This design comes from an exercise in tuning for small area, a short achievable clock period and few clock cycles per item on the open sky130 flow, not from production work.
The RTL was checked by simulation tests, not by an equivalence proof against the original design.
Power and IR drop assume default switching activity.

// shared_exclusive_lock_table
module shared_exclusive_lock_table #(
    parameter int unsigned ENTRIES = selt_pkg::ENTRIES_DEF
) (
    input  wire logic        i_clk,
    input  wire logic        i_rst_n,
    input  wire logic        i_valid,
    output logic             o_stall,
    input  wire logic [42:0] i_data,
    output logic             o_valid,
    input  wire logic        i_stall,
    output logic      [56:0] o_data,
    input  wire logic        i_cfg_valid,
    output logic             o_cfg_ready,
    input  wire logic [1:0]  i_cfg_index,
    input  wire logic [15:0] i_cfg_data
);
    localparam int N  = ENTRIES;
    localparam int AW = $clog2(N);
    localparam logic [2:0] C_NONE  = 3'd0;
    localparam logic [2:0] C_LEASE = 3'd1;
    localparam logic [2:0] C_CONF  = 3'd2;
    localparam logic [2:0] C_LIVE  = 3'd3;
    localparam logic [2:0] C_PURGE = 3'd4;
    logic        r_en;
    logic [15:0] r_maxmin;
    logic [15:0] r_interval;
    logic        r_cfg_rdy;
    logic [N-1:0]       t_v;
    logic [N-1:0][13:0] t_key;    
    logic [N-1:0][7:0]  t_rt;
    logic [N-1:0]       t_sh;     
    logic [N-1:0][31:0] t_exp;
    logic [N-1:0]       t_dead;   
    logic [N-1:0][15:0] t_seq;
    logic [15:0]        r_gcnt;
    logic        r_vld;
    logic [42:0] r_req;
    logic        r_due;     
    logic [31:0] r_now;     
    logic [31:0] r_now1;    
    logic [31:0] r_now2;    
    logic [N-1:0] t_dn;     
    logic [15:0] r_cd;      
    logic        r_stall;
  ...
For scale: about 8500 cells after synthesis, roughly 130 I/O pins, roughly 0.12 mm^2 of cells after synthesis.
clock: 10.0 ns
lec_check: 0
cap_margin: 20
core_margin: 2
core_utilization: 55
setup_slack_margin: 5
slew_margin: 20
synth_memory_max_bits: 8192
standard.sh (not shown) runs the stock make flow with config.mk's settings and CLKGATE_MAP_FILE= SYNTH_SCRIPT=/design/flow/synth_recipe.tcl, a recipe that flattens the netlist after the stock synthesis.
==> flow/flow/run.sh <==
#!/bin/bash
set -euo pipefail
bash standard.sh SETUP_SLACK_MARGIN=6.3 MATCH_CELL_FOOTPRINT=0 \
  "BUFFER_PORTS_ARGS=-buffer_cell sky130_fd_sc_hd__buf_4" \
  "CTS_ARGS=-sink_clustering_enable -repair_clock_nets -dont_use_dummy_load -sink_clustering_size 24 -sink_clustering_max_diameter 80" \
  finish > standard_flow.log 2>&1
The starting point finished with capacitance limit, slew limit left.
Testbench counts at the start, summed over its fixed seeds: cycles 3,266, items 3,200.
==> next run, changes <==
--- a/flow/design.v
+++ b/flow/design.v
@@ -103,22 +103,24 @@
     logic [7:0]   x_rt;
     logic [N-1:0] x_m;
     logic [21:0]  x_prod;    
     logic        xo_vld;
     logic [2:0]  xo_st;
     logic [2:0]  xo_cls;
-    logic [31:0] xo_pay;     
+    logic [31:0] xo_lease;
+    logic [15:0] xo_pcs;     
     logic        q0_vld, q1_vld;
     logic [56:0] q0, q1;
     logic [5:0]    eng_k;
     logic          eng_found;
     logic [AW-1:0] eng_best;
-    logic [15:0]   eng_age;
+    logic [16:0]   eng_key;    
+    logic          adv_r;      
     logic adv, pop, push, running;
     assign running = x_vld && x_slow && !(eng_k == 6'd34);
-    assign adv     = !q1_vld && !running;
+    assign adv     = adv_r;
     assign pop     = q0_vld && !i_stall;
     assign push    = adv && xo_vld;
     logic [2:0]  p_mode;
     logic [13:0] p_key;
     logic [7:0]  p_rt;
     logic [1:0]  p_lk;
@@ -245,20 +247,32 @@
         end
     end
     logic [AW-1:0] eng_i;
     assign eng_i = eng_k[AW-1:0];
     logic          e1_vld, e1_c, e2_vld, e2_c;
     logic [AW-1:0] e1_i, e2_i;
-    logic [15:0]   e1_seq, e2_age;
+    logic [15:0]   e1_seq;
+    logic [16:0]   e2_key;
+    function automatic logic gt17(input logic [16:0] a, input logic [16:0] b);
+        logic [16:0] g, q;
+        g = a & ~b;
+        q = ~(a ^ b);
+        for (int w = 1; w < 17; w = w * 2)
+            for (int i = 0; i + w < 17; i = i + 2 * w) begin
+                g[i] = g[i + w] | (q[i + w] & g[i]);
+                q[i] = q[i + w] & q[i];
+            end
+        gt17 = g[0];
+    endfunction
     logic          e2_take;
     logic [15:0]   eng_seq;    
     always_comb begin
         eng_seq = '0;
         for (int i = 0; i < N; i++) eng_seq = eng_seq | ((eng_i == AW'(i)) ? t_seq[i] : 16'd0);
     end
-    assign e2_take = e2_vld && e2_c && (!eng_found || e2_age < eng_age);
+    assign e2_take = e2_vld && e2_c && (!eng_found || gt17(e2_key, eng_key));
     logic [32:0] x_sum;
     logic [31:0] x_lease;
     logic [22:0] x_lo;
     logic [9:0]  x_hi1;
     logic        x_sat;
     assign x_lo    = {1'b0, r_now[21:0]} + {1'b0, x_prod};
@@ -279,19 +293,19 @@
     endfunction
     logic [15:0] x_pcs;
     assign x_pcs = {pc8(vm[31:24]), pc8(vm[23:16]), pc8(vm[15:8]), pc8(vm[7:0])};
     logic [5:0]  pc;
     logic [56:0] res;
     always_comb begin
-        pc = ({2'd0, xo_pay[3:0]} + {2'd0, xo_pay[7:4]}) + ({2'd0, xo_pay[11:8]} + {2'd0, xo_pay[15:12]});
+        pc = ({2'd0, xo_pcs[3:0]} + {2'd0, xo_pcs[7:4]}) + ({2'd0, xo_pcs[11:8]} + {2'd0, xo_pcs[15:12]});
     end
     assign res = {xo_st,
                   (xo_cls == C_CONF) ? {1'b0, pc} : 7'd0,
-                  (xo_cls == C_LIVE) && (|xo_pay[15:0]),
+                  (xo_cls == C_LIVE) && (|xo_pcs),
                   (xo_cls == C_LIVE) ? {1'b0, pc} : 7'd0,
-                  (xo_cls == C_LEASE) ? xo_pay : 32'd0,
+                  (xo_cls == C_LEASE) ? xo_lease : 32'd0,
                   (xo_cls == C_PURGE) ? {1'b0, pc} : 7'd0};
     logic r_vld_n, q1_vld_n, x_vld_n, x_slow_n, run_n, adv_n;
     logic [5:0] eng_k_n;
     assign r_vld_n  = r_stall ? 1'b1 : i_valid;
     assign q1_vld_n = q1_vld ? !pop : (push && q0_vld && !pop);
     assign x_vld_n  = adv ? r_vld : x_vld;
@@ -315,12 +329,13 @@
             r_vld      <= 1'b0;
             r_now      <= '0;
             r_now1     <= 32'd1;
             r_now2     <= 32'd2;
             r_cd       <= '0;
             r_stall    <= 1'b0;
+            adv_r      <= 1'b1;
             x_vld      <= 1'b0;
             x_slow     <= 1'b0;
             xo_vld     <= 1'b0;
             q0_vld     <= 1'b0;
             q1_vld     <= 1'b0;
             eng_k      <= '0;
@@ -335,12 +350,13 @@
                     selt_pkg::CFG_MAX_MIN:  r_maxmin   <= i_cfg_data;
                     selt_pkg::CFG_INTERVAL: r_interval <= i_cfg_data;
                     default: ;
                 endcase
             end
             r_stall <= r_vld_n && !adv_n;
+            adv_r   <= adv_n;
             if (!r_stall) r_vld <= i_valid;
             if (r_go_tick) begin
                 r_now  <= r_now1;
                 r_now1 <= r_now2;
                 r_now2 <= r_now2 + 32'd1;
                 r_cd   <= (r_cd <= 16'd1) ? r_interval : r_cd - 16'd1;
@@ -387,13 +403,14 @@
             x_pst    <= p_pst;
             x_key    <= p_key;
             x_rt     <= p_rt;
             x_prod   <= p_prod;
             xo_st    <= x_st;
             xo_cls   <= x_cls;
-            xo_pay   <= (x_cls == C_LEASE) ? x_lease : {16'd0, x_pcs};
+            xo_lease <= x_lease;
+            xo_pcs   <= x_pcs;
             for (int i = 0; i < N; i++) x_m[i] <= we[i] ? p_fix : m_tab[i];
         end
         for (int i = 0; i < N; i++) begin
             t_dn[i] <= we[i] ? (&r_now1_n) : (t_exp[i] == r_now1_n);
             if (we[i]) t_dead[i] <= r_go_tick ? (&r_now1) : (&r_now);
             else if (r_go_tick) t_dead[i] <= p_dead1[i];
@@ -407,16 +424,16 @@
         end
         e1_i   <= eng_i;
         e1_c   <= t_v[eng_i] && x_m[eng_i];
         e1_seq <= eng_seq;
         e2_i   <= e1_i;
         e2_c   <= e1_c;
-        e2_age <= r_gcnt - e1_seq;
+        e2_key <= {!gt17({1'b0, e1_seq}, {1'b0, r_gcnt}), e1_seq};
         if (e2_take) begin
             eng_best <= e2_i;
-            eng_age  <= e2_age;
+            eng_key  <= e2_key;
         end
         if (pop || !q0_vld) q0 <= q1_vld ? q1 : res;
         if (!q1_vld && push && q0_vld && !pop) q1 <= res;
     end
     assign o_stall     = r_stall;
     assign o_valid     = q0_vld;
Outcome:
- The changed run completed without violations
- total power goes up by 2.6%
- via count goes up by 0.44%
- global-route usage goes up by 2.1 points
- hold slack gets better by 6.2 ps
- routed wire length goes up by 6.4%
- core utilization is about the same
- setup slack gets better by 8.1 ps
- fmax is about the same
- final area stays flat
- synthesized cell count goes down by 1.4%
- cell count goes down by 1.0%
- count of clock-buffer cells in the layout goes up by 1
- die area is about the same
- critical path depth goes down by 1
Testbench counts after the change, summed over its fixed seeds: cycles 3,266, items 3,200.

[port drivers added, routing unchanged]
No port has a modelled driver above. Below, the same layouts with a new extraction and two added sets of constraints.
Step 1 (the two cells are an assumption about what drives the block):
set clk [get_ports {i_clk}]
set_driving_cell -lib_cell sky130_fd_sc_hd__clkbuf_16 $clk
set_driving_cell -lib_cell sky130_fd_sc_hd__buf_2 [delete_from_list [all_inputs] $clk]
Step 2 adds t to the input delays and takes it off the output delays; t is the mean of the earliest and latest rising clock arrival at the registers after step 1. Input paths then give back, and output paths get back, about the clock's delay inside the block.
a / b / c = ideal / step 1 / step 2; a / b = the first two.
| run | shift t [ns] | setup slack, ns | worst register clock-pin slew, ns |
|---|---|---|---|
| the first run | 0.913 | 6.233 / 6.233 / 6.216 | 0.11 / 0.11 |
| the second run | 0.919 | 6.241 / 6.241 / 5.621 | 0.10 / 0.10 |
The setup slack of the second run, which loses most, moves by 0.000 ns with the drivers and by -0.620 ns with both steps.
